This is an optimization exercise on Yosys and OpenROAD, whose aim is small area, not a production implementation. Function was checked by simulation only, so behaviour that the tests miss may differ from the original. No run shown here takes its clock network from TritonCTS; it comes from the design's own scripts or RTL. The clock port is modelled as an ideal driver, which makes a skipped or thinned clock tree look cheaper than it is; a real chip needs a root buffer or a tree. Power figures rest on the tool's default switching activity, not on a simulated workload.

## flow/run.sh

```bash
#!/bin/bash
# Own layout flow: the standard flow (standard.sh), with
#  - the standard flow's synthesis script, but ABC maps the logic with an area script (flow/area.abc)
#    instead of ORFS's delay script, and adders are left to ABC (no ADDER_MAP_FILE);
#    registers and their names come out exactly as in the standard synthesis
#  - port buffers of the smallest buffer cell (buf_1)
#  - a small clock tree built by flow/cts.tcl (root buffer, then leaf buffers each
#    driving one cluster of flip-flops) in place of ORFS's CTS step
# Logs: standard_place.log, cts.log, standard_finish.log in the work folder.
set -uo pipefail
W=$(pwd)
export MY_FLOW="$W/flow"
export MY_RESULTS="$W/orfs/results/$FLOW_PLATFORM/checkers_top/base"
export MYCTS_NBUF=${MYCTS_NBUF:-8}
export MYCTS_CELL=${MYCTS_CELL:-sky130_fd_sc_hd__clkbuf_8}
export MYCTS_ROOT=${MYCTS_ROOT:-sky130_fd_sc_hd__clkbuf_8}
{
  echo 'proc abc {args} {'
  echo '  set i [lsearch -exact $args -script]'
  echo "  if {\$i >= 0} { set args [lreplace \$args [expr {\$i + 1}] [expr {\$i + 1}] $W/flow/area.abc] }"
  echo '  yosys abc {*}$args'
  echo '}'
  cat "$W/synth_recipe.tcl"
} > "$W/flow_synth.tcl"
ARGS=(SYNTH_SCRIPT="$W/flow_synth.tcl" ADDER_MAP_FILE= BUFFER_PORTS_ARGS="-buffer_cell sky130_fd_sc_hd__buf_1")
bash "$W/standard.sh" "${ARGS[@]}" place > "$W/standard_place.log" 2>&1 || exit 1
openroad -no_init -exit "$W/flow/cts.tcl" > "$W/cts.log" 2>&1 || exit 1
bash "$W/standard.sh" "${ARGS[@]}" finish > "$W/standard_finish.log" 2>&1
```

## flow/area.abc

```
strash; &get -n; &deepsyn -T 60; &dch -f; &nf -R 1000; &put
```

## flow/cts.tcl

```tcl
# Clock tree step in place of ORFS's CTS: reads 3_place, writes 4_1_cts.odb and 4_cts.sdc.
set R $::env(MY_RESULTS)
set P $::env(FLOW_HOME)/platforms/$::env(FLOW_PLATFORM)
read_lef $P/lef/sky130_fd_sc_hd.tlef
read_lef $P/lef/sky130_fd_sc_hd_merged.lef
read_liberty $P/lib/sky130_fd_sc_hd__tt_025C_1v80.lib
read_db $R/3_place.odb
read_sdc $R/3_place.sdc
source $P/setRC.tcl
source $::env(MY_FLOW)/ties.tcl
source $::env(MY_FLOW)/mycts.tcl
detailed_placement
check_placement -verbose
set_propagated_clock [all_clocks]
estimate_parasitics -placement
report_clock_skew
report_worst_slack -min
report_worst_slack -max
set worst 0
foreach pin [get_pins -hierarchical */CLK] {
  foreach e {rise fall} { set s [get_property $pin slew_max_$e]; if {$s > $worst} {set worst $s} }
}
puts "worst flip-flop clock slew (estimate) $worst"
write_db $R/4_1_cts.odb
write_sdc -no_timestamp $R/4_cts.sdc
```

## flow/mycts.tcl

```tcl
# Manual clock tree: the clock port drives NBUF buffers directly, each buffer
# drives the flip-flops of one cluster (k-means on the placed flip-flops).
set nbuf [expr {[info exists ::env(MYCTS_NBUF)] ? $::env(MYCTS_NBUF) : 4}]
set bufcell [expr {[info exists ::env(MYCTS_CELL)] ? $::env(MYCTS_CELL) : "sky130_fd_sc_hd__clkbuf_8"}]
set db [ord::get_db]
set block [ord::get_db_block]
set clk [$block findNet clk]
set sinks {}
foreach it [$clk getITerms] {
  if {[$it isInputSignal] || [[$it getMTerm] getName] eq "CLK"} { lappend sinks $it }
}
puts "MYCTS sinks [llength $sinks]"
set xs {}; set ys {}
foreach it $sinks {
  set inst [$it getInst]
  set bb [$inst getBBox]
  lappend xs [expr {([$bb xMin] + [$bb xMax]) / 2.0}]
  lappend ys [expr {([$bb yMin] + [$bb yMax]) / 2.0}]
}
set n [llength $sinks]
# init centres: spread along sorted order of x+y
set order [lsort -real -indices [lmap x $xs y $ys {expr {$x + 3*$y}}]]
set cx {}; set cy {}
for {set k 0} {$k < $nbuf} {incr k} {
  set i [lindex $order [expr {int(($k + 0.5) * $n / $nbuf)}]]
  lappend cx [lindex $xs $i]; lappend cy [lindex $ys $i]
}
# balanced k-means: each cluster at most ceil(n/nbuf)
set cap [expr {int(ceil(double($n) / $nbuf))}]
for {set iter 0} {$iter < 30} {incr iter} {
  set pairs {}
  for {set i 0} {$i < $n} {incr i} {
    for {set k 0} {$k < $nbuf} {incr k} {
      set d [expr {abs([lindex $xs $i] - [lindex $cx $k]) + abs([lindex $ys $i] - [lindex $cy $k])}]
      lappend pairs [list $d $i $k]
    }
  }
  set pairs [lsort -real -index 0 $pairs]
  set assign [lrepeat $n -1]; set cnt [lrepeat $nbuf 0]
  foreach p $pairs {
    lassign $p d i k
    if {[lindex $assign $i] >= 0 || [lindex $cnt $k] >= $cap} continue
    lset assign $i $k; lset cnt $k [expr {[lindex $cnt $k] + 1}]
  }
  set sx [lrepeat $nbuf 0.0]; set sy [lrepeat $nbuf 0.0]
  for {set i 0} {$i < $n} {incr i} {
    set k [lindex $assign $i]
    lset sx $k [expr {[lindex $sx $k] + [lindex $xs $i]}]
    lset sy $k [expr {[lindex $sy $k] + [lindex $ys $i]}]
  }
  for {set k 0} {$k < $nbuf} {incr k} {
    if {[lindex $cnt $k] > 0} {
      lset cx $k [expr {[lindex $sx $k] / [lindex $cnt $k]}]
      lset cy $k [expr {[lindex $sy $k] / [lindex $cnt $k]}]
    }
  }
}
set master [$db findMaster $bufcell]
set leafdrv $clk
if {[info exists ::env(MYCTS_ROOT)] && $::env(MYCTS_ROOT) ne ""} {
  set rm [$db findMaster $::env(MYCTS_ROOT)]
  set rx 0.0; set ry 0.0
  for {set k 0} {$k < $nbuf} {incr k} { set rx [expr {$rx + [lindex $cx $k] / $nbuf}]; set ry [expr {$ry + [lindex $cy $k] / $nbuf}] }
  set rinst [odb::dbInst_create $block $rm "clkbuf_root"]
  $rinst setLocation [expr {int($rx - [$rm getWidth] / 2)}] [expr {int($ry - [$rm getHeight] / 2)}]
  $rinst setPlacementStatus PLACED
  set leafdrv [odb::dbNet_create $block "clknet_root"]
  $leafdrv setSigType CLOCK
  [$rinst findITerm A] connect $clk
  [$rinst findITerm X] connect $leafdrv
}
for {set k 0} {$k < $nbuf} {incr k} {
  set inst [odb::dbInst_create $block $master "clkbuf_leaf_$k"]
  set w [$master getWidth]; set h [$master getHeight]
  $inst setLocation [expr {int([lindex $cx $k] - $w / 2)}] [expr {int([lindex $cy $k] - $h / 2)}]
  $inst setPlacementStatus PLACED
  set net [odb::dbNet_create $block "clknet_leaf_$k"]
  $net setSigType CLOCK
  [$inst findITerm A] connect $leafdrv
  [$inst findITerm X] connect $net
  puts "MYCTS buffer $k at [lindex $cx $k] [lindex $cy $k] sinks [lindex $cnt $k]"
}
for {set i 0} {$i < $n} {incr i} {
  set it [lindex $sinks $i]
  $it disconnect
  $it connect [$block findNet "clknet_leaf_[lindex $assign $i]"]
}
$clk setSigType CLOCK
```

## flow/ties.tcl

```tcl
# Constant output ports: ORFS gives each its own tie cell, whose other output
# pin is left unconnected. Here each such port gets a buf_1 port buffer instead,
# and the buffers of about TIE_GROUP neighbouring ports share one tie cell.
set tie_group [expr {[info exists ::env(TIE_GROUP)] ? $::env(TIE_GROUP) : 12}]
set db [ord::get_db]
set block [ord::get_db_block]
set bufm [$db findMaster sky130_fd_sc_hd__buf_1]
set tiem [$db findMaster sky130_fd_sc_hd__conb_1]
set die [$block getDieArea]
set mx [expr {([$die xMin] + [$die xMax]) / 2.0}]
set my [expr {([$die yMin] + [$die yMax]) / 2.0}]
set items {}
foreach inst [$block getInsts] {
  if {[[$inst getMaster] getName] ne "sky130_fd_sc_hd__conb_1"} continue
  set used {}
  foreach pin {HI LO} {
    set net [[$inst findITerm $pin] getNet]
    if {$net ne "NULL" && $net ne ""} { lappend used $pin $net }
  }
  if {[llength $used] != 2} continue
  lassign $used pin net
  # only ties that drive exactly one output port and nothing else
  if {[llength [$net getBTerms]] != 1 || [llength [$net getITerms]] != 1} continue
  set loc [$inst getLocation]
  set ang [expr {atan2([lindex $loc 1] - $my, [lindex $loc 0] - $mx)}]
  lappend items [list $ang $inst $pin $net]
}
set items [lsort -real -index 0 $items]
set n [llength $items]
puts "TIES constant ports $n"
set ngroups [expr {($n + $tie_group - 1) / $tie_group}]
for {set g 0} {$g < $ngroups} {incr g} {
  set members [lrange $items [expr {$g * $n / $ngroups}] [expr {($g + 1) * $n / $ngroups - 1}]]
  set first [lindex $members 0 1]
  set tie [odb::dbInst_create $block $tiem "const_tie_$g"]
  set loc [$first getLocation]
  $tie setLocation [lindex $loc 0] [lindex $loc 1]
  $tie setPlacementStatus PLACED
  set gnet(HI) ""; set gnet(LO) ""
  set i 0
  foreach m $members {
    lassign $m ang inst pin net
    if {$gnet($pin) eq ""} {
      set gnet($pin) [odb::dbNet_create $block "const_[string tolower $pin]_$g"]
      [$tie findITerm $pin] connect $gnet($pin)
    }
    set loc [$inst getLocation]
    odb::dbInst_destroy $inst
    set buf [odb::dbInst_create $block $bufm "const_buf_${g}_$i"]
    $buf setLocation [lindex $loc 0] [lindex $loc 1]
    $buf setPlacementStatus PLACED
    [$buf findITerm A] connect $gnet($pin)
    [$buf findITerm X] connect $net
    incr i
  }
  puts "TIES group $g: [llength $members] ports"
}
```

## standard.sh

```bash
#!/bin/bash
# synth_recipe.tcl (not shown) runs the flow's synth.tcl, then flattens the netlist and writes it again
# the make line also repeats each setting of config.mk as NAME=value (left out here)
make -C /OpenROAD-flow-scripts/flow DESIGN_CONFIG=/design/flow/config.mk WORK_HOME=/design/flow/orfs CLKGATE_MAP_FILE= SYNTH_SCRIPT=/design/flow/synth_recipe.tcl "${@:-finish}"
```

## config.mk

```make
export PLATFORM = sky130hd
export DESIGN_NAME = checkers_top
export DESIGN_NICKNAME = checkers_top
export VERILOG_FILES = /design/flow/design.v
export SDC_FILE = /design/flow/constraint.sdc
export NUM_CORES = 4
export LEC_CHECK = 0
export CAP_MARGIN = 20
export CORE_MARGIN = 2
export CORE_UTILIZATION = 65
export SLEW_MARGIN = 20
```

## constraint.sdc

```tcl
create_clock -name core_clock -period 8.0 [get_ports {clk}]
set_input_delay 1.6000 -clock core_clock [delete_from_list [all_inputs] [get_ports {clk}]]
set_output_delay 1.6000 -clock core_clock [all_outputs]
set_load 0.01 [all_outputs]
```

## design.v

```verilog
`timescale 1ns/1ps
`default_nettype none
module checkers_top (
  input  logic         clk,
  input  logic         resetn,
  input  logic [7:0]   scan_code,
  input  logic         scan_valid,
  output logic [191:0] board,
  output logic         turn,
  output logic [2:0]   cursor_x,
  output logic [2:0]   cursor_y,
  output logic [2:0]   sel_x,
  output logic [2:0]   sel_y,
  output logic         show_highlight,
  output logic [6:0]   hex0,
  output logic [6:0]   hex1,
  output logic [6:0]   hex4,
  output logic [6:0]   hex5
);
  logic brk_seen;   
  logic go;         
  logic go_q;       
  always_ff @(posedge clk) begin
    if (!resetn) begin
      cursor_x <= '0;
      cursor_y <= '0;
      go       <= 1'b0;
      brk_seen <= 1'b0;
    end else begin
      go <= scan_valid && !brk_seen && scan_code == 8'h29;
      if (scan_valid) begin
        if (brk_seen) begin
          brk_seen <= 1'b0;
        end else begin
          case (scan_code)
            8'hF0: brk_seen <= 1'b1;
            8'h6B:  cursor_x <= 3'(cursor_x - 1'b1);
            8'h74: cursor_x <= 3'(cursor_x + 1'b1);
            8'h75:    cursor_y <= 3'(cursor_y - 1'b1);
            8'h72:  cursor_y <= 3'(cursor_y + 1'b1);
            default: ;
          endcase
        end
      end
    end
  end
  logic started;
  logic placing;
  logic latch_sel;
  logic apply_move;
  always_ff @(posedge clk) begin
    if (!resetn) begin
      go_q    <= 1'b0;
      started <= 1'b0;
      placing <= 1'b0;
    end else begin
      go_q <= go;
      if (go_q) begin
        started <= 1'b1;
        placing <= started && !placing;
      end
    end
  end
  assign latch_sel      = go_q && started && !placing;
  assign apply_move     = go_q && placing;
  assign show_highlight = placing;
  logic [2:0] sq    [32];    
  logic [1:0] edge0 [4];     
  logic [1:0] edge7 [4];     
  logic [2:0] mid   [32];    
  logic [7:0] cy_dec, sy_dec, my_dec;
  logic [3:0] ck_dec, sk_dec, mk_dec;
  logic [31:0] cur_dec, sel_dec, mid_dec;
  logic [3:0] sum_x, sum_y;
  logic [2:0] mid_x, mid_y;
  logic [2:0] dx, dy;
  logic [2:0] cur_pc, mid_pc;
  logic       own_q, king_q;    
  logic       opp_mid, fwd, step, jump, move_ok;
  logic       cur_dark;
  logic       m2, m1, m0;       
  assign sum_x = {1'b0, sel_x} + {1'b0, cursor_x};
  assign sum_y = {1'b0, sel_y} + {1'b0, cursor_y};
  assign mid_x = sum_x[3:1];
  assign mid_y = sum_y[3:1];
  always_comb begin
    for (int i = 0; i < 8; i++) begin
      cy_dec[i] = cursor_y == 3'(i);
      sy_dec[i] = sel_y == 3'(i);
      my_dec[i] = mid_y == 3'(i);
    end
    for (int i = 0; i < 4; i++) begin
      ck_dec[i] = cursor_x[2:1] == 2'(i);
      sk_dec[i] = sel_x[2:1] == 2'(i);
      mk_dec[i] = mid_x[2:1] == 2'(i);
    end
    for (int i = 0; i < 32; i++) begin
      cur_dec[i] = cy_dec[i/4] & ck_dec[i%4];
      sel_dec[i] = sy_dec[i/4] & sk_dec[i%4];
      mid_dec[i] = my_dec[i/4] & mk_dec[i%4];
    end
  end
  always_comb begin
    for (int k = 0; k < 4; k++) begin
      sq[k]      = {~edge0[k][1] & edge0[k][0], edge0[k][1], edge0[k][1] & edge0[k][0]};
      sq[28 + k] = {~edge7[k][1] & edge7[k][0], edge7[k][1] & edge7[k][0], edge7[k][1]};
    end
    for (int i = 4; i < 28; i++)
      sq[i] = mid[i];
  end
  always_comb begin
    cur_pc = '0;
    mid_pc = '0;
    for (int i = 0; i < 32; i++) begin
      cur_pc = cur_pc | ({3{cur_dec[i]}} & sq[i]);
      mid_pc = mid_pc | ({3{mid_dec[i]}} & sq[i]);
    end
  end
  assign cur_dark = cursor_x[0] == cursor_y[0];
  assign dx = (cursor_x > sel_x) ? 3'(cursor_x - sel_x) : 3'(sel_x - cursor_x);
  assign dy = (cursor_y > sel_y) ? 3'(cursor_y - sel_y) : 3'(sel_y - cursor_y);
  assign opp_mid = turn ? (mid_pc[2] | (mid_pc[1] & ~mid_pc[0])) : mid_pc[0];
  assign fwd     = turn ? (cursor_y < sel_y) : (cursor_y > sel_y);
  assign step    = (dx == 3'd1) && (dy == 3'd1);
  assign jump    = (dx == 3'd2) && (dy == 3'd2) && opp_mid;
  assign move_ok = apply_move && own_q && (cur_pc == 3'd0) && (king_q || fwd) && (step || jump);
  logic crown;
  assign crown = king_q || (turn ? (cursor_y == 3'd0) : (cursor_y == 3'd7));
  assign m2 = ~turn & crown;
  assign m1 = turn ? crown : ~crown;
  assign m0 = turn;
  logic [3:0] red_score, black_score;
  always_ff @(posedge clk) begin
    if (latch_sel) begin
      own_q  <= cur_dark && (turn ? cur_pc[0] : (cur_pc[2] | (cur_pc[1] & ~cur_pc[0])));
      king_q <= cur_pc[2] | (cur_pc[1] & cur_pc[0]);
    end
  end
  always_ff @(posedge clk) begin
    if (!resetn) begin
      for (int k = 0; k < 4; k++) begin
        edge0[k] <= 2'b10;   
        edge7[k] <= 2'b10;   
      end
      for (int i = 4; i < 28; i++)
        mid[i] <= (i < 12) ? 3'd2 : (i >= 20) ? 3'd1 : 3'd0;
      turn        <= 1'b0;
      sel_x       <= '0;
      sel_y       <= '0;
      red_score   <= '0;
      black_score <= '0;
    end else begin
      if (latch_sel) begin
        sel_x <= cursor_x;
        sel_y <= cursor_y;
      end
      if (move_ok) begin
        for (int i = 0; i < 32; i++) begin
          if (cur_dec[i]) begin
            if (i < 4)       edge0[i]      <= {turn, 1'b1};
            else if (i >= 28) edge7[i - 28] <= {turn, 1'b1};
            else             mid[i]        <= {m2, m1, m0};
          end else if (sel_dec[i] || (jump && mid_dec[i])) begin
            if (i < 4)       edge0[i]      <= 2'b00;
            else if (i >= 28) edge7[i - 28] <= 2'b00;
            else             mid[i]        <= 3'd0;
          end
        end
        turn <= !turn;
        if (jump && !turn)
          red_score <= 4'(red_score + 1'b1);
        if (jump && turn)
          black_score <= 4'(black_score + 1'b1);
      end
    end
  end
  always_comb begin
    for (int y = 0; y < 8; y++)
      for (int x = 0; x < 8; x++)
        board[3*(8*y+x) +: 3] = ((x + y) % 2 == 0) ? sq[y*4 + x/2] : 3'd0;
  end
  function automatic logic [6:0] digit_seg(input logic [3:0] d);
    case (d)
      4'd0:    digit_seg = 7'b100_0000;
      4'd1:    digit_seg = 7'b111_1001;
      4'd2:    digit_seg = 7'b010_0100;
      4'd3:    digit_seg = 7'b011_0000;
      4'd4:    digit_seg = 7'b001_1001;
      4'd5:    digit_seg = 7'b001_0010;
      4'd6:    digit_seg = 7'b000_0010;
      4'd7:    digit_seg = 7'b111_1000;
      4'd8:    digit_seg = 7'b000_0000;
      4'd9:    digit_seg = 7'b001_0000;
      default: digit_seg = 7'b111_1111;
    endcase
  endfunction
  function automatic logic [3:0] ones_of(input logic [3:0] s);
    ones_of = (s > 4'd9) ? 4'(s - 4'd10) : s;
  endfunction
  assign hex0 = digit_seg(ones_of(black_score));
  assign hex1 = digit_seg({3'd0, black_score > 4'd9});
  assign hex4 = digit_seg(ones_of(red_score));
  assign hex5 = digit_seg({3'd0, red_score > 4'd9});
endmodule
`default_nettype wire
```

==> flow_summary.yaml, run 1 <==
placement:
  hpwl_mm: 19.3
  gp_congestion: 1.23
  portBuffers: 142
detailed_routing:
  first_pass_iters: 11
  met2WireLength_mm: 11.1
  detail_route.vias_per_cell: 6.92
  drtAntennaViolNets: 0
  met3WireLength_mm: 4.26
  routed_wirelength_mm: 26.5
  routed_wire_length_per_instance_um: 23.3
  via_count: 7884
  drt_drc_violations_left: 0
  dr.first_iter.drc_count: 1565
  route.top_layer_used: "met5"
  wl_met1_mm: 9.48
setup_path:
  worstSetupPathType: "flop to flop"
  critical_path.max_fanout: 24
  worst_path_cell_trace: "or2_0 > nor2_1 > a22o_1 > a221oi_1 > nand3_1 > nand4b_1 > nor4_1 > clkinv_1 > nor2_1 > buf_4 > a21o_1 > o21ai_0 > nor2_1 > nand3_1 > o31ai_1"
  worst_setup_path_start_kind: "flop"
  crit_path_end: "mid[8][2]"
  ff2ff_path_depth: 15
  reg2reg_to: "mid[8][2]"
  reg2reg_setup_slack_ns: 1.65
  timing.rr.start: "cursor_y[2]"
  worst_path_most_repeated_cell: "nor2_1"
  crit_path_start: "cursor_y[2]"
  critical_path_cell_count: 15
  cp-end-kind: "flop"
  max_stage_delay_ns: 0.83
  cp_data_required_time_ns: 8.29
  worst-endpoint-arrival_ns: 6.65
  worst_path_max_delay_cell: "nand3_1"
  critical-path-top-delay-family: "simple AND/OR/NAND/NOR gates"
  cp.buffers_inverters: 2
synth:
  synth.area.top_cells: "dfxtp_1 34%, buf_4 13%, a22oi_1 6.3%"
  async_reset_ff_share_pct: 0
  synth_top_area_cell: "dfxtp_1"
  synth.most_common_cell: "buf_4"
  synthesis.area_per_instance_sq_um: 7.96
  netlist.area_leader.share_pct: 33.6
  yosys_warnings: 5
  synth_top_cells_by_count: "116 x buf_4, 114 x dfxtp_1, 108 x nor2_1"
  synth-seq-area-share_pct: 34.5
  yosys_register_bits: 116
  yosys.cell_types.count: 42
  yosys_most_used_dff: "dfxtp_1"
  synth_edf_count: 2
  syn-cell-area_sq_um: 6800
  syn_inst: 854
pwr:
  ir_worst_vdd_uv: 146
  power_density_nw_per_um2: 130
  p_switching_w: 0.000239
  static-leakage-power_nw: 2.37
  power_frac_comb_pct: 7.1
  proportion_of_power_drawn_by_the_clock_network_pct: 31.1
  flop_pwr_share_pct: 61.8
  power.share.switching_pct: 25.5
  power.internal_w: 0.000698
cells_and_area:
  regArea_sq_um: 2340
  drive_above_1_share_pct: 1.79
  nNetsFinal: 1018
  fill_cells: 858
  flow.area_growth_from_synthesis_pct: 6.13
  multiInputGateArea_sq_um: 3570
  diodes: 0
floorplanning:
  io_pins: 245
  die_height_um: 106
  design.die.area_sq_um: 11300
  dieWidth_um: 106
  std_cell_rows: 37
  coreArea_sq_um: 10200
  floorplan.initialDensity_pct: 66.4
global_routing:
  track_usage_pct: 44.7
  grt_start_max_net_pins: 50
  grt_first_pass_wirelength_mm: 39.4
  grt_antenna_before_repair: 0
  overflow: 0
  grt_pass1_vias: 6901
sta:
  max_clock_freq_mhz: 157
  max_slew_headroom_pct: 19.4
  worst-slew-pin-transition_ns: 1.21
  rsz0062_at_grt: "no"
  finalHoldViolCount: 0
  report.final.slew_viol_count: 0
  finalSetupViolations: 0
  finalWorstPathRequiredPeriod_ns: 6.35
  worst_hold_margin_ns: 0.495
  worst_clock_skew_ns: 0.0177
  total_negative_slack_ns: 0
  post-route-period-util_pct: 79.4
min_path:
  min_path_type: "flop to flop"
cts:
  clk_pin_slew_worst_paths_ns: 0.09
  insertion_delay_ns: 0.42
run_status:
  status: "timing/DRC/antenna clean"
flow_run:
  maxCapViolations: 0
-- worst min path at each step --
stage | start | end | slack, ns | depth (start not counted)
5_1_grt | brk_seen | brk_seen | 0.51 | 2
6_report | go | go_q | 0.50 | 1
2_1_floorplan | go | go_q | 0.41 | 1
3_5_place_dp | started | started | 0.47 | 2
3_3_place_gp | go | go_q | 0.43 | 1
-- metrics by stage --
| step | utilization, % | area [sq um] | setup slack [ns] | std cells | total power [W] |
|---|---|---|---|---|---|
| 3_3_place_gp | 68.9 | 7050 | 2.29 | 1121 | 0.000638 |
| 2_1_floorplan | - | 7170 | 3.28 | 954 | 0.000663 |
| 3_5_place_dp | 68.9 | 7050 | 2.10 | 1121 | 0.000639 |
| 6_report | 70.5 | 7210 | 1.65 | 1139 | 0.000937 |
| 5_1_grt | 70.5 | 7210 | 1.42 | 1139 | 0.000958 |
-- flip-flops by register name (all words and copies together), names as in the netlist, 3 cells and up --
| signal | flops |
|---|---|
| cursor_x | 3 |
| edge0 | 8 |
| cursor_y | 3 |
| black_score | 4 |
| mid | 72 |
| edge7 | 8 |
| red_score | 4 |
| sel_x | 3 |
| sel_y | 3 |
-- cell families after synthesis --
kind of cell              share of synthesized area, %
muxes                                            0.147
and+or+nand+nor                                   23.0
buffers and inverters                             13.6
xor gates and xnor gates                          2.19
AOI/OAI and AO/OA                                 26.4
DFF                                               34.5
other                                            0.110
-- layout by cell type (no fill, tap or decap), types with 9 or more instances in the layout --
cell type	instances
and2_0	15
o21ai_0	35
o31ai_1	24
nand2b_1	13
clkbuf_8	9
a22oi_1	57
nand2_1	95
a22o_1	29
a221o_1	17
nor3_1	15
a21oi_1	39
nand3_1	34
a222oi_1	11
a221oi_1	14
nor2b_1	22
conb_1	9
xor2_1	12
nand4_1	13
nor2_1	107
dfxtp_1	114
buf_1	243
clkinv_1	15
-- power by group through the flow --
| stage | clock network, W | registers (W) | logic, W |
|---|---|---|---|
| final | 0.000292 | 0.000579 | 0.0000661 |
| after global placement | 0 | 0.000593 | 0.0000455 |
| after floorplan | 0 | 0.000593 | 0.0000705 |
| after global routing | 0.000306 | 0.000579 | 0.0000720 |
| after detailed placement | 0 | 0.000593 | 0.0000463 |
-- routing by layer --
layer | track usage [%] | up-vias
met1 | 59.8 | 3589
met3 | 12.9 | 186
met4 | 18.7 | 2
li1 | - | 3346
met2 | 67.6 | 761
met5 | 0 | -
-- final cells by class --
type	instances	share of cell area, %
Buffer	111	7.03
Inverter	15	0.781
Multi-Input combinational cell	614	49.4
Sequential cell	116	32.5
Tap cell	136	2.36
Timing Repair Buffer	147	7.93
==> run 2, diff against run 1 <==
--- a/design.v
+++ b/design.v
@@ -75,3 +75,2 @@
   logic [2:0] mid_x, mid_y;
-  logic [2:0] dx, dy;
   logic [2:0] cur_pc, mid_pc;
@@ -119,8 +118,14 @@
   assign cur_dark = cursor_x[0] == cursor_y[0];
-  assign dx = (cursor_x > sel_x) ? 3'(cursor_x - sel_x) : 3'(sel_x - cursor_x);
-  assign dy = (cursor_y > sel_y) ? 3'(cursor_y - sel_y) : 3'(sel_y - cursor_y);
+  logic [3:0] ex, ey;
+  logic       ax1, ax2, ay1, ay2;
+  assign ex  = {1'b0, cursor_x} - {1'b0, sel_x};
+  assign ey  = {1'b0, cursor_y} - {1'b0, sel_y};
+  assign ax1 = (ex == 4'd1) || (ex == 4'hf);
+  assign ax2 = (ex == 4'd2) || (ex == 4'he);
+  assign ay1 = (ey == 4'd1) || (ey == 4'hf);
+  assign ay2 = (ey == 4'd2) || (ey == 4'he);
   assign opp_mid = turn ? (mid_pc[2] | (mid_pc[1] & ~mid_pc[0])) : mid_pc[0];
-  assign fwd     = turn ? (cursor_y < sel_y) : (cursor_y > sel_y);
-  assign step    = (dx == 3'd1) && (dy == 3'd1);
-  assign jump    = (dx == 3'd2) && (dy == 3'd2) && opp_mid;
+  assign fwd     = turn == ey[3];   
+  assign step    = ax1 && ay1;
+  assign jump    = ax2 && ay2 && opp_mid;
   assign move_ok = apply_move && own_q && (cur_pc == 3'd0) && (king_q || fwd) && (step || jump);
@@ -181,24 +186,20 @@
   end
-  function automatic logic [6:0] digit_seg(input logic [3:0] d);
-    case (d)
-      4'd0:    digit_seg = 7'b100_0000;
-      4'd1:    digit_seg = 7'b111_1001;
-      4'd2:    digit_seg = 7'b010_0100;
-      4'd3:    digit_seg = 7'b011_0000;
-      4'd4:    digit_seg = 7'b001_1001;
-      4'd5:    digit_seg = 7'b001_0010;
-      4'd6:    digit_seg = 7'b000_0010;
-      4'd7:    digit_seg = 7'b111_1000;
-      4'd8:    digit_seg = 7'b000_0000;
-      4'd9:    digit_seg = 7'b001_0000;
-      default: digit_seg = 7'b111_1111;
-    endcase
+  function automatic logic [6:0] ones_seg(input logic [3:0] s);
+    ones_seg[0] = (s[0] & s[1] & s[3]) | (s[0] & ~s[1] & ~s[2] & ~s[3]) | (~s[0] & ~s[1] & s[2] & ~s[3]);
+    ones_seg[1] = (s[0] & ~s[1] & s[2]) | (~s[0] & s[1] & s[2]);
+    ones_seg[2] = (s[2] & s[3]) | (~s[0] & s[1] & ~s[2] & ~s[3]);
+    ones_seg[3] = (s[0] & s[1] & s[2]) | (s[0] & s[1] & s[3]) | (s[0] & ~s[1] & ~s[2] & ~s[3]) | (~s[0] & ~s[1] & s[2] & ~s[3]);
+    ones_seg[4] = s[0] | (~s[1] & s[2] & ~s[3]);
+    ones_seg[5] = (s[0] & s[1]) | (s[2] & s[3]) | (s[0] & ~s[2] & ~s[3]) | (s[1] & ~s[2] & ~s[3]);
+    ones_seg[6] = (s[0] & s[1] & s[2]) | (s[1] & s[3]) | (~s[1] & ~s[2] & ~s[3]);
   endfunction
-  function automatic logic [3:0] ones_of(input logic [3:0] s);
-    ones_of = (s > 4'd9) ? 4'(s - 4'd10) : s;
+  function automatic logic [6:0] tens_seg(input logic [3:0] s);
+    logic t;
+    t = s[3] & (s[2] | s[1]);
+    tens_seg = {1'b1, t, t, t, 1'b0, 1'b0, t};
   endfunction
-  assign hex0 = digit_seg(ones_of(black_score));
-  assign hex1 = digit_seg({3'd0, black_score > 4'd9});
-  assign hex4 = digit_seg(ones_of(red_score));
-  assign hex5 = digit_seg({3'd0, red_score > 4'd9});
+  assign hex0 = ones_seg(black_score);
+  assign hex1 = tens_seg(black_score);
+  assign hex4 = ones_seg(red_score);
+  assign hex5 = tens_seg(red_score);
 endmodule
==> flow/run.sh (replaced) <==
#!/bin/bash
# Own layout flow: the standard flow (standard.sh), with
#  - synthesis: the standard flow's synthesis script unchanged, except that ABC maps the
#    logic with an area script (&deepsyn, then &nf) instead of ORFS's delay
#    script, and adders are left to ABC (no ADDER_MAP_FILE). Registers and their
#    names come out exactly as in the standard synthesis. It runs with
#    NSEEDS deepsyn seeds in parallel and keeps the smallest netlist.
#  - port buffers of the smallest buffer cell (buf_1)
#  - flow/cts.tcl after placement: constant output ports get buf_1 port buffers
#    fed by shared tie cells (flow/ties.tcl), and a small clock tree (a root
#    buffer, then leaf buffers each driving one cluster of flip-flops,
#    flow/mycts.tcl) is built in place of ORFS's CTS step; it uses the fewest
#    leaf buffers whose estimated flip-flop clock slew is under MYCTS_SLEW.
# Each tool's output goes to its own log in the work folder: synth_sN.log,
# synth_select.log, standard_place.log, cts.log, standard_finish.log.
set -uo pipefail
W=$(pwd)
export MY_FLOW="$W/flow"
export MY_RESULTS="$W/orfs/results/$FLOW_PLATFORM/checkers_top/base"
export MYCTS_NBUF=${MYCTS_NBUF:-6}
export MYCTS_CELL=${MYCTS_CELL:-sky130_fd_sc_hd__clkbuf_8}
export MYCTS_ROOT=${MYCTS_ROOT:-sky130_fd_sc_hd__clkbuf_8}
export MYCTS_CAPF=${MYCTS_CAPF:-1.3}
export MYCTS_SLEW=${MYCTS_SLEW:-0.100}
export TIE_GROUP=${TIE_GROUP:-26}
NSEEDS=${NSEEDS:-4}
ARGS=(ADDER_MAP_FILE= BUFFER_PORTS_ARGS="-buffer_cell sky130_fd_sc_hd__buf_1")

for S in $(seq 1 $NSEEDS); do
  echo "strash; &get -n; &deepsyn -S $S -T ${DEEPSYN_T:-60}; &dch -f; &nf -R 1000; &put" > "$W/area_s$S.abc"
  {
    echo 'proc abc {args} {'
    echo '  set i [lsearch -exact $args -script]'
    echo "  if {\$i >= 0} { set args [lreplace \$args [expr {\$i + 1}] [expr {\$i + 1}] $W/area_s$S.abc] }"
    echo '  yosys abc {*}$args'
    echo '}'
    cat "$W/synth_recipe.tcl"
  } > "$W/flow_synth_s$S.tcl"
  sed "s#WORK_HOME=$W/orfs #WORK_HOME=$W/orfs_s$S #" "$W/standard.sh" > "$W/standard_s$S.sh"
  bash "$W/standard_s$S.sh" SYNTH_SCRIPT="$W/flow_synth_s$S.tcl" "${ARGS[@]}" synth > "$W/synth_s$S.log" 2>&1 &
done
wait
best=""; best_area=""
for S in $(seq 1 $NSEEDS); do
  rpt="$W/orfs_s$S/reports/$FLOW_PLATFORM/checkers_top/base/synth_stat.txt"
  [[ -f "$W/orfs_s$S/results/$FLOW_PLATFORM/checkers_top/base/1_synth.odb" && -f "$rpt" ]] || continue
  a=$(awk '/Chip area for module/ {print $NF}' "$rpt")
  echo "seed $S: synthesis area $a" | tee -a "$W/synth_select.log"
  if [[ -z "$best" ]] || awk -v a="$a" -v b="$best_area" 'BEGIN {exit !(a < b)}'; then best=$S; best_area=$a; fi
done
[[ -n "$best" ]] || exit 1
echo "using seed $best" | tee -a "$W/synth_select.log"
cp -a "$W/orfs_s$best" "$W/orfs"
for S in $(seq 1 $NSEEDS); do [[ "$S" == "$best" ]] || rm -rf "$W/orfs_s$S"; done

bash "$W/standard.sh" SYNTH_SCRIPT="$W/flow_synth_s$best.tcl" "${ARGS[@]}" place > "$W/standard_place.log" 2>&1 || exit 1
openroad -no_init -exit "$W/flow/cts.tcl" > "$W/cts.log" 2>&1 || exit 1
bash "$W/standard.sh" SYNTH_SCRIPT="$W/flow_synth_s$best.tcl" "${ARGS[@]}" finish > "$W/standard_finish.log" 2>&1
--- a/flow/mycts.tcl
+++ b/flow/mycts.tcl
@@ -1,5 +1,5 @@
-# Manual clock tree: the clock port drives NBUF buffers directly, each buffer
+# Manual clock tree: the clock port drives a root buffer, which drives leaf buffers;
+# each leaf buffer
 # drives the flip-flops of one cluster (k-means on the placed flip-flops).
-set nbuf [expr {[info exists ::env(MYCTS_NBUF)] ? $::env(MYCTS_NBUF) : 4}]
-set bufcell [expr {[info exists ::env(MYCTS_CELL)] ? $::env(MYCTS_CELL) : "sky130_fd_sc_hd__clkbuf_8"}]
+proc build_tree {nbuf bufcell} {
 set db [ord::get_db]
@@ -28,3 +28,4 @@
 # balanced k-means: each cluster at most ceil(n/nbuf)
-set cap [expr {int(ceil(double($n) / $nbuf))}]
+set capf [expr {[info exists ::env(MYCTS_CAPF)] ? $::env(MYCTS_CAPF) : 1.0}]
+  set cap [expr {int(ceil($capf * double($n) / $nbuf))}]
 for {set iter 0} {$iter < 30} {incr iter} {
@@ -88 +89,43 @@
 $clk setSigType CLOCK
+}
+
+# Remove a tree built by build_tree: flip-flops back on the clock net
+proc remove_tree {} {
+  set block [ord::get_db_block]
+  set clk [$block findNet clk]
+  foreach net [$block getNets] {
+    if {![string match "clknet_leaf_*" [$net getName]]} continue
+    foreach it [$net getITerms] {
+      if {[[$it getInst] getName] ne "" && ![string match "clkbuf_*" [[$it getInst] getName]]} {
+        $it disconnect; $it connect $clk
+      }
+    }
+  }
+  foreach inst [$block getInsts] {
+    if {[string match "clkbuf_leaf_*" [$inst getName]] || [$inst getName] eq "clkbuf_root"} { odb::dbInst_destroy $inst }
+  }
+  foreach net [$block getNets] {
+    if {[string match "clknet_leaf_*" [$net getName]] || [$net getName] eq "clknet_root"} { odb::dbNet_destroy $net }
+  }
+}
+
+proc worst_clk_slew {} {
+  set_propagated_clock [all_clocks]
+  estimate_parasitics -placement
+  set worst 0
+  foreach pin [get_pins -hierarchical */CLK] {
+    foreach e {rise fall} { set s [get_property $pin slew_max_$e]; if {$s > $worst} {set worst $s} }
+  }
+  return $worst
+}
+
+# Fewest leaf buffers whose estimated worst flip-flop clock slew is under the target
+set target [expr {[info exists ::env(MYCTS_SLEW)] ? $::env(MYCTS_SLEW) : 0.100}]
+set bufcell [expr {[info exists ::env(MYCTS_CELL)] ? $::env(MYCTS_CELL) : "sky130_fd_sc_hd__clkbuf_8"}]
+for {set nb [expr {[info exists ::env(MYCTS_NBUF)] ? $::env(MYCTS_NBUF) : 6}]} {$nb <= 24} {incr nb} {
+  build_tree $nb $bufcell
+  set w [worst_clk_slew]
+  puts "MYCTS try $nb leaf buffers: worst clock slew estimate $w"
+  if {$w <= $target} break
+  remove_tree
+}
--- a/config.mk
+++ b/config.mk
@@ -9,3 +9,3 @@
 export CORE_MARGIN = 2
-export CORE_UTILIZATION = 65
+export CORE_UTILIZATION = 40
 export SLEW_MARGIN = 20
removed: flow/area.abc
==> flow_summary.yaml, run 2 <==
run_status:
  status: "timing/DRC/antenna clean"
sta:
  report.final.slew_viol_count: 0
  finalWorstPathRequiredPeriod_ns: 6.96
  worst-slew-pin-transition_ns: 1.01
  total_negative_slack_ns: 0
  max_slew_headroom_pct: 32.3
  worst_clock_skew_ns: 0.0231
  finalHoldViolCount: 0
  setup_ws_ns: 1.04
  rsz0062_at_grt: "no"
  finalSetupViolations: 0
  max_clock_freq_mhz: 144
  post-route-period-util_pct: 87.1
min_path:
  whs_path_depth: 1
  min_from: "go"
  min_path_type: "flop to flop"
  hold_end: "go_q"
setup_path:
  worst_path_most_repeated_cell: "clkinv_1"
  worst_path_max_delay_cell: "dfxtp_1"
  timing.rr.start: "cursor_y[2]"
  worst_path_cell_trace: "clkinv_1 > nand3_1 > nor2_1 > a222oi_1 > nand2_1 > a2111oi_0 > nand4_1 > nor4_1 > or3b_1 > clkinv_1 > a41oi_1 > clkinv_1 > nand3_1 > o221ai_1 > o22ai_1"
  cp_data_required_time_ns: 8.29
  reg2reg_to: "mid[19][2]"
  critical-path-top-delay-family: "simple AND/OR/NAND/NOR gates"
  cp-end-kind: "flop"
  worst_setup_path_start_kind: "flop"
  reg2reg_setup_slack_ns: 1.04
  worst-endpoint-arrival_ns: 7.25
  max_stage_delay_ns: 0.76
  worstSetupPathType: "flop to flop"
  critical_path.max_fanout: 17
  cp.buffers_inverters: 3
  ff2ff_path_depth: 15
cells_and_area:
  drive_above_1_share_pct: 1.44
  nNetsFinal: 1056
  layout_commonest_cell: "buf_1"
  final_cell_mix: "243 x buf_1, 114 x dfxtp_1, 109 x nor2_1, 108 x nand2_1, 63 x o21ai_0"
  fill_cells: 1808
  reg.largest.list: "mid (72), edge0 (8), edge7 (8)"
  registers.top_by_ff_count: "mid"
  max_reg_flops: 72
  flow.area_growth_from_synthesis_pct: 7.24
  diodes: 0
synth:
  syn_inst: 897
  synth_top_area_cell: "dfxtp_1"
  syn-cell-area_sq_um: 6860
  synth-seq-area-share_pct: 34.1
  yosys_register_bits: 116
  yosys_warnings: 5
  netlist.area_leader.share_pct: 33.3
  synth.area.top_cells: "dfxtp_1 33%, buf_4 13%, nor2_1 6.0%"
  synth_edf_count: 2
  synth_top_cells_by_count: "116 x buf_4, 114 x dfxtp_1, 109 x nor2_1"
  yosys.cell_types.count: 45
  synthesis.area_per_instance_sq_um: 7.65
  yosys_most_used_dff: "dfxtp_1"
  synth.most_common_cell: "buf_4"
  async_reset_ff_share_pct: 0
detailed_routing:
  drtAntennaViolNets: 0
  via_count: 7874
  detail_route.vias_per_cell: 6.24
  dr.first_iter.drc_count: 1383
  routed_wirelength_mm: 29.8
  first_pass_iters: 7
  drt_drc_violations_left: 0
  routed_wire_length_per_instance_um: 23.7
floorplanning:
  io_pins: 245
  die_height_um: 135
  coreArea_sq_um: 16700
  floorplan.initialDensity_pct: 41.1
  design.die.area_sq_um: 18200
  dieWidth_um: 135
  std_cell_rows: 47
global_routing:
  grt_antenna_before_repair: 0
  overflow: 0
  track_usage_pct: 31.6
  grt_pass1_vias: 6976
  grt_start_max_net_pins: 70
  grt_first_pass_wirelength_mm: 44.3
cts:
  insertion_delay_ns: 0.44
  clk_pin_slew_worst_paths_ns: 0.09
placement:
  dp_worst_setup_slack_ns: 1.39
  gp_congestion: 1.05
  portBuffers: 142
  hpwl_mm: 22.0
pwr:
  ir_worst_vdd_uv: 106
  power_density_nw_per_um2: 129
  static-leakage-power_nw: 2.40
flow_run:
  maxCapViolations: 0
==> run 2: cell types whose count changed after synthesis, moves of 8 or more <==
cell and delta:
a221o_1 -16, nand2_1 +13, o21ai_0 +28, a22oi_1 -16, o211ai_1 +11, a21oi_1 +20
a22o_1 -8, nand3_1 +17, o31ai_1 -17
==> run 2: layout make-up <==
cell class | instances | area (sq um) | area share, %
multi-input combinational | 650 | 3590 | 48.8
sequential | 116 | 2340 | 31.8
timing repair buffer | 146 | 564 | 7.67
buffer | 112 | 520 | 7.07
tap | 220 | 275 | 3.74
inverter | 17 | 63.8 | 0.867
==> run 2: stage by stage <==
step	instances	total power [W]	cell area (sq um)	util [%]	hold slack, ns
after floorplan	997	0.000661	7240	-	0.413
after global placement	1247	0.000637	7210	43.1	0.422
after detailed placement	1247	0.000637	7210	43.1	0.419
after global routing	1261	0.000978	7360	44.1	0.469
final	1261	0.000947	7360	44.1	0.443
==> run 2: how the worst max path moves through the flow <==
| stage | start | to | slack, ns | depth (start not counted) |
|---|---|---|---|---|
| final | cursor_y[2] | mid[19][2] | 1.04 | 15 |
| after global routing | cursor_y[2] | mid[19][2] | 0.82 | 15 |
| after detailed placement | cursor_y[2] | mid[19][2] | 1.39 | 15 |
| after global placement | cursor_y[0] | mid[19][2] | 1.39 | 15 |
| after floorplan | cursor_y[0] | mid[12][1] | 3.42 | 15 |
==> run 2: cell families after synthesis <==
| kind of cell | synth area share, % |
|---|---|
| XOR/XNOR | 1.15 |
| flip-flops | 34.1 |
| other | 0.109 |
| AO/OA/AOI/OAI | 25.4 |
| multiplexers | 0.164 |
| AND/OR/NAND/NOR | 25.5 |
| buffers and inverters | 13.6 |
==> run 2: worst register-to-register path: cells and delay by family (launching register included) <==
| kind | cells | cell delay [ns] |
|---|---|---|
| AND/OR/NAND/NOR | 7 | 2.75 |
| AO/OA/AOI/OAI | 5 | 2.05 |
| flip-flops | 1 | 0.76 |
| buffers and inverters | 3 | 1.26 |
==> run 2: power by group <==
group | internal [W] | leakage (nW) | switching (W)
Sequential | 0.000578 | 0.936 | 0.000000630
Combinational | 0.0000172 | 1.40 | 0.0000469
Clock | 0.000112 | 0.0719 | 0.000192
Total | 0.000707 | 2.40 | 0.000239
==> run 2: layer usage <==
layer	up-vias	global-route usage, %	wire length [um]	part of all wire [%]
li1	3449	-	-	-
met1	3672	45.0	12100	40
met2	644	47.4	12400	42
met3	109	5.33	3820	13
met4	0	12.8	1530	5.1
met5	-	0	0	0
==> run 3, diff against run 2 <==
--- a/design.v
+++ b/design.v
@@ -69,3 +69,3 @@
   logic [1:0] edge7 [4];     
-  logic [2:0] mid   [32];    
+  logic [2:0] inner [4:27];  
   logic [7:0] cy_dec, sy_dec, my_dec;
@@ -107,3 +107,3 @@
     for (int i = 4; i < 28; i++)
-      sq[i] = mid[i];
+      sq[i] = inner[i];
   end
@@ -150,3 +150,3 @@
       for (int i = 4; i < 28; i++)
-        mid[i] <= (i < 12) ? 3'd2 : (i >= 20) ? 3'd1 : 3'd0;
+        inner[i] <= (i < 12) ? 3'd2 : (i >= 20) ? 3'd1 : 3'd0;
       turn        <= 1'b0;
@@ -166,3 +166,3 @@
             else if (i >= 28) edge7[i - 28] <= {turn, 1'b1};
-            else             mid[i]        <= {m2, m1, m0};
+            else             inner[i]      <= {m2, m1, m0};
           end else if (sel_dec[i] || (jump && mid_dec[i])) begin
@@ -170,3 +170,3 @@
             else if (i >= 28) edge7[i - 28] <= 2'b00;
-            else             mid[i]        <= 3'd0;
+            else             inner[i]      <= 3'd0;
           end
--- a/flow/run.sh
+++ b/flow/run.sh
@@ -6,3 +6,3 @@
 #    names come out exactly as in the standard synthesis. It runs with
-#    NSEEDS deepsyn seeds in parallel and keeps the smallest netlist.
+#    NSEEDS deepsyn seeds, NUM_CORES at a time, and keeps the smallest netlist.
 #  - port buffers of the smallest buffer cell (buf_1)
@@ -25,3 +25,3 @@
 export TIE_GROUP=${TIE_GROUP:-26}
-NSEEDS=${NSEEDS:-4}
+NSEEDS=${NSEEDS:-8}
 ARGS=(ADDER_MAP_FILE= BUFFER_PORTS_ARGS="-buffer_cell sky130_fd_sc_hd__buf_1")
@@ -40,2 +40,4 @@
   bash "$W/standard_s$S.sh" SYNTH_SCRIPT="$W/flow_synth_s$S.tcl" "${ARGS[@]}" synth > "$W/synth_s$S.log" 2>&1 &
+  # at most NUM_CORES synthesis runs at a time
+  (( S % ${NUM_CORES:-4} == 0 )) && wait
 done
==> flow_summary.yaml, run 3 <==
sta:
  total_negative_slack_ns: 0
  worst_clock_skew_ns: 0.0411
  worst-slew-pin-transition_ns: 1.13
  post-route-period-util_pct: 86.6
  finalHoldViolCount: 0
  max_clock_freq_mhz: 144
  setup_ws_ns: 1.07
  finalSetupViolations: 0
  max_slew_headroom_pct: 24.8
  report.final.slew_viol_count: 0
  rsz0062_at_grt: "no"
  finalWorstPathRequiredPeriod_ns: 6.93
synth:
  synth.area.top_cells: "dfxtp_1 33%, buf_4 13%, nor2_1 6.0%"
  synthesis.area_per_instance_sq_um: 7.65
  synth_top_area_cell: "dfxtp_1"
  yosys_register_bits: 116
  netlist.area_leader.share_pct: 33.3
  yosys_warnings: 5
  syn-cell-area_sq_um: 6860
  synth_top_cells_by_count: "116 x buf_4, 114 x dfxtp_1, 109 x nor2_1"
  yosys_most_used_dff: "dfxtp_1"
  synth_edf_count: 2
  synth.most_common_cell: "buf_4"
  async_reset_ff_share_pct: 0
  synth-seq-area-share_pct: 34.1
  yosys.cell_types.count: 45
  syn_inst: 897
global_routing:
  grt_pass1_vias: 6961
  track_usage_pct: 33.1
  overflow: 0
  grt_first_pass_wirelength_mm: 45.7
  grt_start_max_net_pins: 67
  grt_antenna_before_repair: 2
min_path:
  min_from: "go"
  whs_path_depth: 1
  min_path_type: "flop to flop"
  hold_end: "go_q"
run_status:
  status: "timing/DRC/antenna clean"
floorplanning:
  floorplan.initialDensity_pct: 41.1
  io_pins: 245
  dieWidth_um: 135
  coreArea_sq_um: 16700
  design.die.area_sq_um: 18200
  std_cell_rows: 47
  die_height_um: 135
setup_path:
  worst_path_cell_trace: "xor2_1 > nand2_1 > nand3_1 > nor2_1 > a222oi_1 > nand3_1 > a221oi_1 > nand3_1 > a211oi_1 > or3b_1 > clkinv_1 > a41oi_1 > clkinv_1 > nand3b_1 > o21ai_0 > a31oi_1 > nand2_1 > o31ai_1"
  ff2ff_path_depth: 18
  worst-endpoint-arrival_ns: 7.27
  critical_path.max_fanout: 17
  timing.rr.start: "cursor_x[2]"
  cp-end-kind: "flop"
  worstSetupPathType: "flop to flop"
  reg2reg_to: "inner[13][2]"
  max_stage_delay_ns: 0.84
  worst_path_max_delay_cell: "clkinv_1"
  worst_setup_path_start_kind: "flop"
  reg2reg_setup_slack_ns: 1.07
  worst_path_most_repeated_cell: "nand3_1"
  cp_data_required_time_ns: 8.35
detailed_routing:
  dr.first_iter.drc_count: 1069
  routed_wire_length_per_instance_um: 24.9
  drtAntennaViolNets: 0
  first_pass_iters: 7
  drt_drc_violations_left: 0
  routed_wirelength_mm: 31.4
  via_count: 7825
  detail_route.vias_per_cell: 6.20
cells_and_area:
  post_route_cell_area_sq_um: 7370
  final_cell_mix: "243 x buf_1, 114 x dfxtp_1, 108 x nand2_1, 108 x nor2_1, 63 x o21ai_0"
  fill_cells: 1812
  finalNonFillerCells: 1262
  layout_commonest_cell: "buf_1"
  max_reg_flops: 72
  diodes: 0
  flow.area_growth_from_synthesis_pct: 7.48
  drive_above_1_share_pct: 1.63
  registers.top_by_ff_count: "inner"
  nNetsFinal: 1057
  reg.largest.list: "inner (72), edge0 (8), edge7 (8)"
  fin_util_pct: 44.2
pwr:
  ir_worst_vdd_uv: 130
  static-leakage-power_nw: 2.41
  power_density_nw_per_um2: 130
cts:
  clk_pin_slew_worst_paths_ns: 0.09
  insertion_delay_ns: 0.47
placement:
  dpl.cell_count: 1247
  hpwl_mm: 23.2
  placement.cell_area_sq_um: 7210
  dp_worst_setup_slack_ns: 1.48
  gp_congestion: 1.02
  portBuffers: 142
flow_run:
  maxCapViolations: 0
==> run 3: cell counts after synthesis <==
No cell type changed its count.
==> run 3: power by group <==
part           switching (W)  total (W)  leakage, nW  internal [W]
clock network       0.000195   0.000317       0.0791      0.000122
registers        0.000000419   0.000579        0.936      0.000579
logic              0.0000477  0.0000650         1.40     0.0000172
==> run 3: worst max-delay path by stage <==
stage,start,to,cells after the start
after floorplan,cursor_y[0],inner[12][1],15
after global placement,sel_y[2],inner[13][2],17
after detailed placement,cursor_x[2],inner[13][2],18
after global routing,cursor_y[2],inner[13][2],17
final,cursor_x[2],inner[13][2],18
==> run 3: metrics by stage <==
step | total power [W] | hold slack [ns]
final | 0.000961 | 0.444
after global routing | 0.000991 | 0.461
after global placement | 0.000638 | 0.424
after detailed placement | 0.000638 | 0.423
after floorplan | 0.000661 | 0.413
==> run 3: area by class of cell <==
type	instances	area, sq um	share of cell area, %
well taps	220	275	3.73
plain buffers	113	534	7.24
flip-flops and latches	116	2340	31.8
inverters	17	63.8	0.865
multi-input cells	650	3590	48.7
repair buffers	146	564	7.65
==> run 3: critical path: cells and delay by family, from the launching register on <==
kind | cells | cell delay (ns)
AO/OA/AOI/OAI | 7 | 2.59
AND/OR/NAND/NOR | 8 | 2.02
buffers and inverters | 2 | 1.13
flip-flops | 1 | 0.72
XOR/XNOR | 1 | 0.34
==> run 3: cells by family after synthesis <==
kind of cell | share of synthesized area [%]
mux | 0.164
simple gates | 25.5
other cells | 0.109
xor+xnor | 1.15
flops | 34.1
compound gates | 25.4
buf+inv | 13.6
==> run 3: layer usage <==
| layer | routed length (um) | GRT usage, % |
|---|---|---|
| met3 | 3330 | 6.68 |
| met1 | 13300 | 47.1 |
| met4 | 1180 | 9.95 |
| met2 | 13600 | 50.5 |
| met5 | 0 | 0 |
==> run 4, diff against run 3 <==
--- a/flow/run.sh
+++ b/flow/run.sh
@@ -5,4 +5,5 @@
 #    script, and adders are left to ABC (no ADDER_MAP_FILE). Registers and their
-#    names come out exactly as in the standard synthesis. It runs with
-#    NSEEDS deepsyn seeds, NUM_CORES at a time, and keeps the smallest netlist.
+#    names come out exactly as in the standard synthesis. It runs NSEEDS
+#    such ABC scripts (different deepsyn seeds, one or two rounds), NUM_CORES
+#    at a time, and keeps the smallest netlist.
 #  - port buffers of the smallest buffer cell (buf_1)
@@ -25,3 +26,3 @@
 export TIE_GROUP=${TIE_GROUP:-26}
-NSEEDS=${NSEEDS:-8}
+NSEEDS=${NSEEDS:-16}
 ARGS=(ADDER_MAP_FILE= BUFFER_PORTS_ARGS="-buffer_cell sky130_fd_sc_hd__buf_1")
@@ -29,3 +30,9 @@
 for S in $(seq 1 $NSEEDS); do
-  echo "strash; &get -n; &deepsyn -S $S -T ${DEEPSYN_T:-60}; &dch -f; &nf -R 1000; &put" > "$W/area_s$S.abc"
+  if (( S % 2 )); then
+    # one round: deep AIG synthesis, then area-recovering mapping
+    echo "strash; &get -n; &deepsyn -S $S -T 60; &dch -f; &nf -R 1000; &put" > "$W/area_s$S.abc"
+  else
+    # two rounds: map, restructure the mapped logic, map again
+    echo "strash; &get -n; &deepsyn -S $S -T 30; &dch -f; &nf -R 1000; &st; &deepsyn -S $((S + 100)) -T 30; &dch -f; &nf -R 1000; &put" > "$W/area_s$S.abc"
+  fi
   {
==> flow_summary.yaml, run 4 <==
run_status:
  status: "timing/DRC/antenna clean"
cells_and_area:
  max_reg_flops: 72
  drive_above_1_share_pct: 1.84
  flow.area_growth_from_synthesis_pct: 7.80
  reg.largest.list: "inner (72), edge0 (8), edge7 (8)"
  multiInputGateArea_sq_um: 3580
  regArea_sq_um: 2340
  nNetsFinal: 1045
  layout_commonest_cell: "buf_1"
  diodes: 0
  registers.top_by_ff_count: "inner"
  final_cell_mix: "243 x buf_1, 114 x dfxtp_1, 110 x nand2_1, 102 x nor2_1, 84 x o21ai_0"
  fin_util_pct: 44.3
  fill_cells: 1778
setup_path:
  max_stage_delay_ns: 0.91
  worst_path_max_delay_cell: "nand3_1"
  worst_setup_path_start_kind: "flop"
  cp.buffers_inverters: 1
  worst_path_cell_trace: "or2_0 > nor2_1 > a22o_1 > a221o_1 > a2111oi_0 > nand4_1 > or3_1 > nor4_1 > o211ai_1 > nor2_1 > buf_4 > a41o_1 > and2_0 > nand3_1 > o21ai_0"
  worst_path_most_repeated_cell: "nor2_1"
  critical_path.max_fanout: 24
  cp-end-kind: "flop"
  worstSetupPathType: "flop to flop"
  critical-path-top-delay-family: "simple AND/OR/NAND/NOR gates"
  cp_data_required_time_ns: 8.33
  worst-endpoint-arrival_ns: 7.26
synth:
  yosys.cell_types.count: 43
  synth.area.top_cells: "dfxtp_1 33%, buf_4 13%, a22oi_1 6.8%"
  compound_cell_area_share_of_the_yosys_netlist_pct: 26.3
  syn_inst: 882
  synth-adder-area-share_pct: 0
  synth_top_cells_by_count: "116 x buf_4, 114 x dfxtp_1, 110 x nand2_1"
  synth_top_area_cell: "dfxtp_1"
  synth_edf_count: 2
  yosys_most_used_dff: "dfxtp_1"
  yosys_register_bits: 116
  yosys_warnings: 5
  synth.most_common_cell: "buf_4"
  synth-seq-area-share_pct: 34.3
  async_reset_ff_share_pct: 0
  netlist.area_leader.share_pct: 33.4
  synthesis.area_per_instance_sq_um: 7.75
  synth_top_family_by_area: "compound AO/OA/AOI/OAI gates"
  post_synth_xor_area_fraction_pct: 0.641
  post_synth_and_or_nand_nor_area_fraction_pct: 25.1
  syn-cell-area_sq_um: 6830
  muxShareOfSynthArea_pct: 0
pwr:
  ir_worst_vdd_uv: 108
  static-leakage-power_nw: 2.36
  power_density_nw_per_um2: 131
cts:
  clk_pin_slew_worst_paths_ns: 0.08
  insertion_delay_ns: 0.46
sta:
  post-route-period-util_pct: 86.5
  report.final.slew_viol_count: 0
  finalWorstPathRequiredPeriod_ns: 6.92
  worst_hold_margin_ns: 0.454
  setup_ws_ns: 1.08
  worst-slew-pin-transition_ns: 1.13
  total_negative_slack_ns: 0
  finalSetupViolations: 0
  max_slew_headroom_pct: 24.7
  rsz0062_at_grt: "no"
  finalHoldViolCount: 0
  worst_clock_skew_ns: 0.0245
  max_clock_freq_mhz: 144
flow_run:
  maxCapViolations: 0
global_routing:
  grt_pass1_vias: 6698
  grt_first_pass_wirelength_mm: 43.8
  grt_antenna_before_repair: 0
  overflow: 0
  grt_start_max_net_pins: 39
  track_usage_pct: 31.6
placement:
  dp_worst_setup_slack_ns: 1.30
  gp_congestion: 1.08
  hpwl_mm: 22.4
  portBuffers: 142
detailed_routing:
  drt_drc_violations_left: 0
  detail_route.vias_per_cell: 6.20
  routed_wire_length_per_instance_um: 24.2
  dr.first_iter.drc_count: 958
  first_pass_iters: 6
  drtAntennaViolNets: 0
  routed_wirelength_mm: 30.2
  via_count: 7746
floorplanning:
  die_height_um: 135
  coreArea_sq_um: 16600
  dieWidth_um: 135
  floorplan.initialDensity_pct: 41.1
  std_cell_rows: 47
  io_pins: 245
  design.die.area_sq_um: 18100
min_path:
  min_path_type: "flop to flop"
-- run 4: cell types whose count changed in the layout (fill, tap and decap cells not counted), moves of 8 or more --
cell      delta
and2_0       +9
o211ai_1     -8
a22o_1       -8
a22oi_1     +21
a21oi_1     -28
o21ai_0     +21
nand3_1      -9
a221o_1     +16
-- run 4: cells by family (layout without fill, tap and decap cells) --
logic type / count (synthesis) / after routing
AND/OR/NAND/NOR: 366 / 366
XOR/XNOR: 5 / 5
flip-flops: 116 / 116
buffers and inverters: 130 / 276
AO/OA/AOI/OAI: 263 / 263
other: 2 / 4
-- run 4: worst reg2reg max path: stages, from the launching register on --
cell       delay, ns
dfxtp_1         0.70
or2_0           0.65
nor2_1          0.21
a22o_1          0.31
a221o_1         0.29
a2111oi_0       0.45
nand4_1         0.12
or3_1           0.39
nor4_1          0.66
o211ai_1        0.22
nor2_1          0.13
buf_4           0.28
a41o_1          0.46
and2_0          0.55
nand3_1         0.91
o21ai_0         0.48
-- run 4: cell type report --
class / instances / area share, %
repair buffers: 149 / 7.97
inverters: 14 / 0.713
plain buffers: 113 / 7.25
flip-flops and latches: 116 / 31.8
multi-input cells: 638 / 48.5
well taps: 220 / 3.74
-- run 4: layer usage --
layer | track usage, % | share of wire (%) | vias to the layer above
li1 | - | - | 3447
met1 | 44.9 | 42 | 3676
met2 | 49.3 | 44 | 543
met3 | 5.14 | 11 | 80
met4 | 9.47 | 3.5 | 0
met5 | 0 | 0 | -
-- run 4: report_power, final --
part | switching (W) | internal [W] | leakage, nW
Sequential | 0.000000560 | 0.000578 | 0.934
Clock | 0.000197 | 0.000122 | 0.0791
Combinational | 0.0000484 | 0.0000176 | 1.35
-- run 4: path summary, 6_finish.rpt --
path / slack [ns] / cells past startpoint / start / to
max: 1.08 / 15 / cursor_y[0] / inner[26][2]
min: 0.45 / 1 / go / go_q
max reg2reg: 1.08 / 15 / cursor_y[0] / inner[26][2]
min reg2reg: 0.45 / 1 / go / go_q
-- run 4: metrics by stage --
step                      cells  cell area (sq um)  power, W
after floorplan             982               7210  0.000662
after global placement     1235               7200  0.000639
after detailed placement   1235               7200  0.000639
after global routing       1250               7370  0.000993
final                      1250               7370  0.000964
==> run 5, diff against run 4 <==
--- a/flow/run.sh
+++ b/flow/run.sh
@@ -4,3 +4,4 @@
 #    logic with an area script (&deepsyn, then &nf) instead of ORFS's delay
-#    script, and adders are left to ABC (no ADDER_MAP_FILE). Registers and their
+#    script, and adders are left to ABC (no ADDER_MAP_FILE, no Kogge-Stone
+#    carry map). Registers and their
 #    names come out exactly as in the standard synthesis. It runs NSEEDS
@@ -27,3 +28,5 @@
 NSEEDS=${NSEEDS:-16}
-ARGS=(ADDER_MAP_FILE= BUFFER_PORTS_ARGS="-buffer_cell sky130_fd_sc_hd__buf_1")
+# SYNTH_OPERATIONS_ARGS: arithmetic is mapped without ORFS's Kogge-Stone
+# carry unit (the plain yosys mapping is a smaller start for ABC)
+ARGS=(ADDER_MAP_FILE= SYNTH_OPERATIONS_ARGS=-noshare BUFFER_PORTS_ARGS="-buffer_cell sky130_fd_sc_hd__buf_1")
 
==> flow_summary.yaml, run 5 <==
synth:
  synth-seq-area-share_pct: 34.4
  yosys_most_used_dff: "dfxtp_1"
  yosys_register_bits: 116
  synth_top_area_cell: "dfxtp_1"
  synth_edf_count: 2
  netlist.area_leader.share_pct: 33.5
  synth_top_cells_by_count: "116 x buf_4, 114 x dfxtp_1, 104 x nand2_1"
  yosys.cell_types.count: 45
  synth.most_common_cell: "buf_4"
  async_reset_ff_share_pct: 0
  synthesis.area_per_instance_sq_um: 7.93
  syn_inst: 859
  syn-cell-area_sq_um: 6810
  synth.area.top_cells: "dfxtp_1 34%, buf_4 13%, a22o_1 6.3%"
  yosys_warnings: 5
setup_path:
  reg2reg_setup_slack_ns: 1.63
  cp-end-kind: "flop"
  timing.rr.start: "cursor_y[0]"
  cp.buffers_inverters: 0
  worst_path_max_delay_cell: "dfxtp_1"
  worstSetupPathType: "flop to flop"
  worst_setup_path_start_kind: "flop"
  cp_data_required_time_ns: 8.33
  crit_path_start: "cursor_y[0]"
  worst-endpoint-arrival_ns: 6.70
  worst_path_cell_trace: "or3_1 > nor2_1 > a22oi_1 > nand4_1 > or3_1 > nor2_1 > nor4b_1 > nand4_1 > a21o_1 > nand2_1 > nand2_1 > nor3b_1 > a21oi_1 > and2_0 > a22o_1"
  critical_path.max_fanout: 25
  critical-path-top-delay-family: "simple AND/OR/NAND/NOR gates"
  max_stage_delay_ns: 0.91
sta:
  worst_clock_skew_ns: 0.0260
  setup_ws_ns: 1.63
  max_clock_freq_mhz: 157
  finalWorstPathRequiredPeriod_ns: 6.37
  report.final.slew_viol_count: 0
  rsz0062_at_grt: "no"
  max_slew_headroom_pct: 24.3
  worst-slew-pin-transition_ns: 1.13
  total_negative_slack_ns: 0
  finalSetupViolations: 0
  finalHoldViolCount: 0
  post-route-period-util_pct: 79.7
  worst_hold_margin_ns: 0.450
floorplanning:
  die_height_um: 134
  floorplan.initialDensity_pct: 40.9
  dieWidth_um: 134
  design.die.area_sq_um: 18100
  std_cell_rows: 47
  io_pins: 245
  coreArea_sq_um: 16600
pwr:
  static-leakage-power_nw: 2.52
  ir_worst_vdd_uv: 140
  power_density_nw_per_um2: 132
  report.power.total_w: 0.000968
detailed_routing:
  drtAntennaViolNets: 0
  routed_wire_length_per_instance_um: 22.7
  drt_drc_violations_left: 0
  via_count: 7318
  first_pass_iters: 6
  routed_wirelength_mm: 27.9
  dr.first_iter.drc_count: 906
  detail_route.vias_per_cell: 5.96
cells_and_area:
  multiInputGateArea_sq_um: 3560
  layout_commonest_cell: "buf_1"
  fill_cells: 1781
  drive_above_1_share_pct: 2.08
  reg.largest.list: "inner (72), edge0 (8), edge7 (8)"
  max_reg_flops: 72
  flow.area_growth_from_synthesis_pct: 8.08
  final_cell_mix: "243 x buf_1, 114 x dfxtp_1, 104 x nand2_1, 88 x nor2_1, 58 x a21oi_1"
  registers.top_by_ff_count: "inner"
  nNetsFinal: 1022
  regArea_sq_um: 2340
  diodes: 0
flow_run:
  maxCapViolations: 0
global_routing:
  grt_pass1_vias: 6364
  grt_first_pass_wirelength_mm: 41.2
  grt_antenna_before_repair: 0
  grt_start_max_net_pins: 47
  overflow: 0
  track_usage_pct: 29.4
cts:
  clk_pin_slew_worst_paths_ns: 0.08
  insertion_delay_ns: 0.45
placement:
  dp_worst_setup_slack_ns: 1.87
  portBuffers: 142
  gp_congestion: 1.05
  hpwl_mm: 21.2
min_path:
  min_from: "go"
  min_path_type: "flop to flop"
run_status:
  status: "timing/DRC/antenna clean"
==> run 5: cell count changes after synthesis, moves of 11 or more <==
cell | before | now
nor2_1 | 102 | 88
a21oi_1 | 31 | 59
nor3_1 | 9 | 21
o21ai_0 | 84 | 25
a22o_1 | 13 | 49
nor2b_1 | 19 | 36
a22oi_1 | 62 | 51
a221o_1 | 17 | 2
==> run 5: cell type report <==
class / instances / area share, %
Inverter: 13 / 0.663
Timing Repair Buffer: 149 / 7.97
Sequential cell: 116 / 31.8
Multi-Input combinational cell: 616 / 48.4
Tap cell: 220 / 3.74
Buffer: 114 / 7.45
==> run 5: logic make-up after synthesis <==
logic type             share of synthesized area [%]
other                                          0.110
buffers and inverters                           13.5
AND/OR/NAND/NOR                                 25.6
AO/OA/AOI/OAI                                   25.9
XOR/XNOR                                       0.515
flip-flops                                      34.4
==> run 5: path summary, 6_finish.rpt <==
check,to,cells after the start
max,inner[26][2],15
min,go_q,1
max reg2reg,inner[26][2],15
min reg2reg,go_q,1
==> run 5: worst reg2reg max path, cell delays in order, from the launching register on <==
cell	delay, ns
dfxtp_1	0.91
or3_1	0.31
nor2_1	0.20
a22oi_1	0.46
nand4_1	0.27
or3_1	0.52
nor2_1	0.19
nor4b_1	0.33
nand4_1	0.17
a21o_1	0.41
nand2_1	0.80
nand2_1	0.25
nor3b_1	0.73
a21oi_1	0.22
and2_0	0.25
a22o_1	0.22
==> run 5: report_power, final <==
group          internal, W  switching (W)  total [W]  leakage (nW)
combinational    0.0000193      0.0000451  0.0000645          1.50
sequential        0.000579    0.000000522   0.000579         0.936
clock             0.000133       0.000192   0.000325        0.0863
total             0.000731       0.000238   0.000968          2.52
==> run 5: through the flow <==
stage,cells,instance area (sq um),util (%)
2_1_floorplan,959,7190,-
3_3_place_gp,1212,7180,43.1
3_5_place_dp,1212,7180,43.1
5_1_grt,1228,7360,44.2
6_report,1228,7360,44.2
==> run 5: per-layer routing <==
layer	up-vias	track usage, %	share of wire (%)
li1	3343	-	-
met1	3484	42.9	44
met2	440	45.3	44
met3	51	5.26	10
met4	0	6.37	2.3
met5	-	0	0

[re-timing with driven ports]
Ports are ideal in the flow. The routed layouts listed here were re-timed in OpenROAD. Step 1, drivers: a clkbuf_16 drives clk and a buf_2 each remaining input, both assumed. Step 2 adds t to the input delays and takes it off the output delays; t is the mean of the earliest and latest rising clock arrival at the registers after step 1. Input paths then give back, and output paths get back, about the clock's delay inside the block. Slacks: ideal ports / drivers / drivers and shift; pairs: ideal ports / drivers.
run | t, ns | setup WS [ns] | worst setup path after step 2
run 1 | 0.452 | 1.646 / 1.646 / 1.646 | register to register
run 2 | 0.474 | 1.036 / 1.036 / 1.036 | register to register
run 3 | 0.487 | 1.074 / 1.074 / 1.074 | register to register
run 4 | 0.488 | 1.078 / 1.078 / 1.078 | register to register
run 5 | 0.474 | 1.627 / 1.627 / 1.627 | register to register
After both steps setup and hold are still met in every run listed.
